This is an optimization exercise on Yosys and OpenROAD, whose aim is small area, not a production implementation.
Where RTL was checked, it was by simulation tests only, not by an equivalence proof against the original.
Power figures rest on the tool's default switching activity, not on a simulated workload.

==> flow/design.v <==
module cpu_top (
    input  logic        clk,
    input  logic        rst_n,
    input  logic [15:0] i_imem_data,
    input  logic [15:0] i_dmem_rdata,
    output logic [10:0] o_imem_addr,
    output logic [10:0] o_dmem_addr,
    output logic        o_dmem_we,
    output logic [15:0] o_dmem_wdata,
    output logic        o_io_stall
);
    logic [2:0]  st_q;
    logic [3:0]  t_q;
    logic [10:0] pc_q;
    logic [15:0] a_q;
    logic [15:0] r_q;
    logic [15:0] x_q;
    logic [3:0]  pidx_q;
    logic        pend_q;
    logic [15:0] ring [16];
    logic        clr_q;
    wire [15:0] ir = i_imem_data;
    wire [2:0]  op = ir[15:13];
    wire [3:0]  rs = ir[12:9];
    wire [3:0]  rt = ir[8:5];
    wire [3:0]  rd = ir[4:1];
    wire        fb = ir[0];
    wire is_alu = (op == 3'd0) || (op == 3'd1 && !fb);    
    wire is_mul = (op == 3'd1) && fb;
    wire is_ls  = (op == 3'd2) || (op == 3'd3);
    wire is_lw  = (op == 3'd2);
    logic [2:0] last;
    always_comb begin
        case (op)
            3'd0:    last = 3'd5;
            3'd1:    last = fb ? 3'd6 : 3'd5;
            3'd2:    last = 3'd7;
            3'd3:    last = 3'd6;
            default: last = 3'd4;
        endcase
    end
    wire is_last = (st_q == last);
    always_ff @(posedge clk or negedge rst_n) begin
        if (!rst_n)            st_q <= 3'd0;
        else if (st_q == 3'd0) st_q <= 3'd2;
        else if (is_last)      st_q <= 3'd1;
        else                   st_q <= st_q + 3'd1;
    end
    always_ff @(posedge clk or negedge rst_n) begin
        if (!rst_n) t_q <= 4'd0;
        else        t_q <= t_q + 4'd1;
    end
    assign o_io_stall = (st_q != 3'd1);
    wire       swap = (op == 3'd0) || (op == 3'd1) || (op == 3'd4);
    wire [3:0] ridx = ((st_q == 3'd2) == swap) ? rt : rs;
    wire [3:0] slot = ridx + t_q;
    wire       fwd  = pend_q && (ridx == pidx_q);
    logic [15:0] rdata;
    always_comb begin
        rdata = fwd ? x_q : 16'd0;
        for (int s = 0; s < 16; s++)
            rdata = rdata | (ring[s] & {16{!clr_q && !fwd && (slot == 4'(s))}});
    end
    always_ff @(posedge clk) begin
        if (st_q == 3'd2) a_q <= rdata;
        r_q <= rdata;
    end
    logic mul_q, ls_q, slt_q;
    always_ff @(posedge clk) begin
        mul_q <= is_mul;
        ls_q  <= is_ls;
        slt_q <= (op == 3'd1) && !fb;
    end
    wire is_sub = (op == 3'd0) ? fb : (op == 3'd1 || op == 3'd4);
    logic [4:0] win;
    always_comb begin
        case (st_q)
            3'd3:    win = rdata[15:11];
            3'd4:    win = r_q[11:7];
            3'd5:    win = r_q[7:3];
            default: win = {r_q[3:0], 1'b0};
        endcase
    end
    logic one_lo, two_lo, neg_lo, one_hi, two_hi, neg_hi;
    always_ff @(posedge clk) begin
        one_lo <= is_mul ? (win[1] ^ win[0]) : 1'b1;
        two_lo <= is_mul && ((win[2] && !win[1] && !win[0]) || (!win[2] && win[1] && win[0]));
        neg_lo <= is_mul ? win[2] : is_sub;
        one_hi <= is_mul && (win[3] ^ win[2]);
        two_hi <= is_mul && ((win[4] && !win[3] && !win[2]) || (!win[4] && win[3] && win[2]));
        neg_hi <= is_mul && win[4];
    end
    wire [15:0] a_sh  = {a_q[14:0], 1'b0};
    wire [15:0] pp_lo = ((a_q & {16{one_lo}}) | (a_sh & {16{two_lo}})) ^ {16{neg_lo}};
    wire [15:0] pp_hi = ((a_q & {16{one_hi}}) | (a_sh & {16{two_hi}})) ^ {16{neg_hi}};
    logic [15:0] acc;
    always_comb begin
        if (mul_q)
            acc = {((st_q == 3'd4) ? 12'd0 : x_q[11:0]), 1'b0, neg_hi, 1'b0, neg_lo};
        else if (ls_q)
            acc = {{11{ir[4]}}, ir[4:0]};
        else
            acc = r_q;
    end
    wire        cin  = !mul_q && neg_lo;
    wire [15:0] op3  = {pp_hi[13:0], 1'b0, cin};
    wire [15:0] csum = acc ^ pp_lo ^ op3;
    wire [15:0] ccar = (acc & pp_lo) | (acc & op3) | (pp_lo & op3);
    wire [15:0] tree = csum + {ccar[14:0], 1'b0};
    wire lt = (r_q[15] != a_q[15]) ? r_q[15] : tree[15];
    wire eq = (&csum[15:1]) && !csum[0];
    wire prod_alu = is_alu && (st_q == 3'd4);
    wire addr_ls  = is_ls  && (st_q == 3'd4);
    wire prod_lw  = is_lw  && (st_q == 3'd6);
    wire step_mul = is_mul && (st_q == 3'd4 || st_q == 3'd5 || st_q == 3'd6 || st_q == 3'd1);
    wire prod_mul = is_mul && (st_q == 3'd1);
    wire produce  = prod_alu || prod_lw || prod_mul;
    always_ff @(posedge clk) begin
        if (prod_alu && slt_q)                 x_q <= {15'd0, lt};
        else if (prod_lw)                      x_q <= i_dmem_rdata;
        else if (prod_alu || addr_ls || step_mul) x_q <= tree;
    end
    always_ff @(posedge clk) begin
        if (produce) pidx_q <= is_lw ? rt : rd;
    end
    wire [3:0]  widx   = prod_mul ? rd : pidx_q;
    wire [3:0]  wslot  = widx + t_q + 4'd1;
    wire        commit = (pend_q || prod_mul) && (wslot[1:0] == 2'd0);
    wire [15:0] wres   = prod_mul ? tree : x_q;
    always_ff @(posedge clk or negedge rst_n) begin
        if (!rst_n)       pend_q <= 1'b0;
        else if (produce) pend_q <= !(prod_mul && commit);
        else if (commit)  pend_q <= 1'b0;
    end
    always_ff @(posedge clk or negedge rst_n) begin
        if (!rst_n)             clr_q <= 1'b1;
        else if (st_q == 3'd4)  clr_q <= 1'b0;
    end
    wire [15:0] wval = wres & {16{!clr_q}};
    always_ff @(posedge clk) begin
        for (int s = 0; s < 16; s++) begin
            if (s % 4 == 0 && (clr_q || (commit && wslot[3:2] == 2'(s / 4))))
                ring[s] <= wval;
            else
                ring[s] <= ring[(s + 15) % 16];
        end
    end
    wire        taken = (op == 3'd4) && eq;
    wire [10:0] pinc  = pc_q + (taken ? {{6{ir[4]}}, ir[4:0]} : 11'd0) + 11'd1;
    always_ff @(posedge clk or negedge rst_n) begin
        if (!rst_n)       pc_q <= 11'd0;
        else if (is_last) pc_q <= (op == 3'd5) ? ir[11:1] : pinc;
    end
    assign o_imem_addr  = pc_q;
    assign o_dmem_addr  = x_q[10:0];
    assign o_dmem_we    = (st_q == 3'd5) && (op == 3'd3);
    assign o_dmem_wdata = r_q;
endmodule
==> flow/config.mk <==
export PLATFORM = sky130hd
export DESIGN_NAME = cpu_top
export DESIGN_NICKNAME = cpu_top
export VERILOG_FILES = /design/flow/design.v
export SDC_FILE = /design/flow/constraint.sdc
export NUM_CORES = 4
export LEC_CHECK = 0
export ABC_AREA = 1
export CAP_MARGIN = 10
export CORE_MARGIN = 2
export CORE_UTILIZATION = 55
export GPL_TIMING_DRIVEN = 1
export PLACE_DENSITY = 0.75
export SLEW_MARGIN = 10
==> flow/constraint.sdc <==
create_clock -name core_clock -period 5.5 [get_ports {clk}]
set_input_delay 1.1000 -clock core_clock [delete_from_list [all_inputs] [get_ports {clk}]]
set_output_delay 1.1000 -clock core_clock [all_outputs]
set_load 0.01 [all_outputs]
standard.sh (not shown) runs the stock make flow with config.mk's settings and CLKGATE_MAP_FILE= SYNTH_SCRIPT=/design/flow/synth_recipe.tcl, a recipe that flattens the netlist after the stock synthesis.
==> flow/flow/run.sh <==
#!/bin/bash
# Layout flow: ORFS through the standard.sh, with
#  - synthesis mapping combinational logic with the ABC script in
#    flow/abc_area.script (ORFS's synthesis is otherwise unchanged: same
#    yosys passes, same flip-flop mapping and register names),
#  - the make variables listed in flow/extra.txt (one NAME=VALUE per line).
# Each tool's full output stays in orfs/logs; make's output is in standard.log.
set -euo pipefail
cp -r "$FLOW_HOME/scripts" scripts_own
cp flow/abc_area.script scripts_own/abc_area.script
args=("SCRIPTS_DIR=$PWD/scripts_own")
if [[ -f flow/extra.txt ]]; then
  while IFS= read -r line; do
    [[ -z "$line" || "$line" == \#* ]] && continue
    args+=("$line")
  done < flow/extra.txt
fi
printf '%s\n' "${args[@]}" > make_args.log
bash standard.sh finish "${args[@]}" > standard.log 2>&1
==> flow/flow/abc_area.script <==
strash
dc2
&get -n
&st
&dch
&nf -R 1000
&put
topo
==> flow/flow/extra.txt <==
BUFFER_PORTS_ARGS=-buffer_cell sky130_fd_sc_hd__buf_1
CTS_ARGS=-sink_clustering_enable -repair_clock_nets -dont_use_dummy_load -sink_clustering_size 16 -sink_clustering_max_diameter 150 -buf_list {sky130_fd_sc_hd__clkbuf_8}
Rerun with:
--- a/flow/design.v
+++ b/flow/design.v
@@ -52,6 +52,5 @@
     end
     assign o_io_stall = (st_q != 3'd1);
-    wire       swap = (op == 3'd0) || (op == 3'd1) || (op == 3'd4);
-    wire [3:0] ridx = ((st_q == 3'd2) == swap) ? rt : rs;
+    wire [3:0] ridx = (st_q == 3'd2) ? rs : rt;
     wire [3:0] slot = ridx + t_q;
     wire       fwd  = pend_q && (ridx == pidx_q);
@@ -66,11 +65,11 @@
         r_q <= rdata;
     end
-    logic mul_q, ls_q, slt_q;
+    logic mul_q, ls_q, sub_q, slt_q;
     always_ff @(posedge clk) begin
         mul_q <= is_mul;
         ls_q  <= is_ls;
+        sub_q <= (op == 3'd0) ? fb : 1'b1;
         slt_q <= (op == 3'd1) && !fb;
     end
-    wire is_sub = (op == 3'd0) ? fb : (op == 3'd1 || op == 3'd4);
     logic [4:0] win;
     always_comb begin
@@ -86,5 +85,5 @@
         one_lo <= is_mul ? (win[1] ^ win[0]) : 1'b1;
         two_lo <= is_mul && ((win[2] && !win[1] && !win[0]) || (!win[2] && win[1] && win[0]));
-        neg_lo <= is_mul ? win[2] : is_sub;
+        neg_lo <= is_mul && win[2];
         one_hi <= is_mul && (win[3] ^ win[2]);
         two_hi <= is_mul && ((win[4] && !win[3] && !win[2]) || (!win[4] && win[3] && win[2]));
@@ -101,13 +100,10 @@
             acc = {{11{ir[4]}}, ir[4:0]};
         else
-            acc = r_q;
+            acc = r_q ^ {16{sub_q}};
     end
-    wire        cin  = !mul_q && neg_lo;
-    wire [15:0] op3  = {pp_hi[13:0], 1'b0, cin};
-    wire [15:0] csum = acc ^ pp_lo ^ op3;
-    wire [15:0] ccar = (acc & pp_lo) | (acc & op3) | (pp_lo & op3);
-    wire [15:0] tree = csum + {ccar[14:0], 1'b0};
-    wire lt = (r_q[15] != a_q[15]) ? r_q[15] : tree[15];
-    wire eq = (&csum[15:1]) && !csum[0];
+    wire        cin  = !mul_q && !ls_q && sub_q;
+    wire [15:0] tree = acc + pp_lo + {pp_hi[13:0], 1'b0, cin};
+    wire lt = (a_q[15] != r_q[15]) ? a_q[15] : tree[15];
+    wire eq = (a_q == r_q);
     wire prod_alu = is_alu && (st_q == 3'd4);
     wire addr_ls  = is_ls  && (st_q == 3'd4);
Synthesized cell count goes up by a few percent.
Non-clock buffer count goes down by 33.
Fmax goes down slightly.
Final area barely changes.
Global-route usage goes up by 1.0 points.
First-iteration DRC count goes up by about a fifth.
Critical path depth goes down by 7.
Total power goes up by a few percent.
Worst hold slack is about the same.
Die area goes up by a few percent.
The RTL of the first run of this note was laid out without a check of its function.

## re-timing with driven ports
The flow's constraints put no driver on any port. The routed layouts listed below were extracted and timed again, unchanged, in two steps. Step 1 assumes that a clkbuf_16 drives the clock port and a buf_2 every other input. Step 2, shift: input delay + t, output delay - t, t = (earliest + latest rising clock arrival at the registers) / 2. This alone moves slack from input paths to output paths. a / b / c = no drivers / after step 1 / after step 2; a / b = the first two.
run	shift t [ns]	setup slack, ns	worst setup path at the end	clock arrival spread, ns	worst register clock-pin slew, ns
the first run	0.604	0.428 / 0.428 / -0.033	input to register	0.060 / 0.060	0.11 / 0.11
the second run	0.617	0.382 / 0.382 / 0.173	input to register	0.060 / 0.060	0.11 / 0.11
Met with ideal ports but missed after step 2: setup timing in the first run. The setup slack of the first run, which loses most, moves by 0.000 ns with the drivers and by -0.461 ns with both steps.
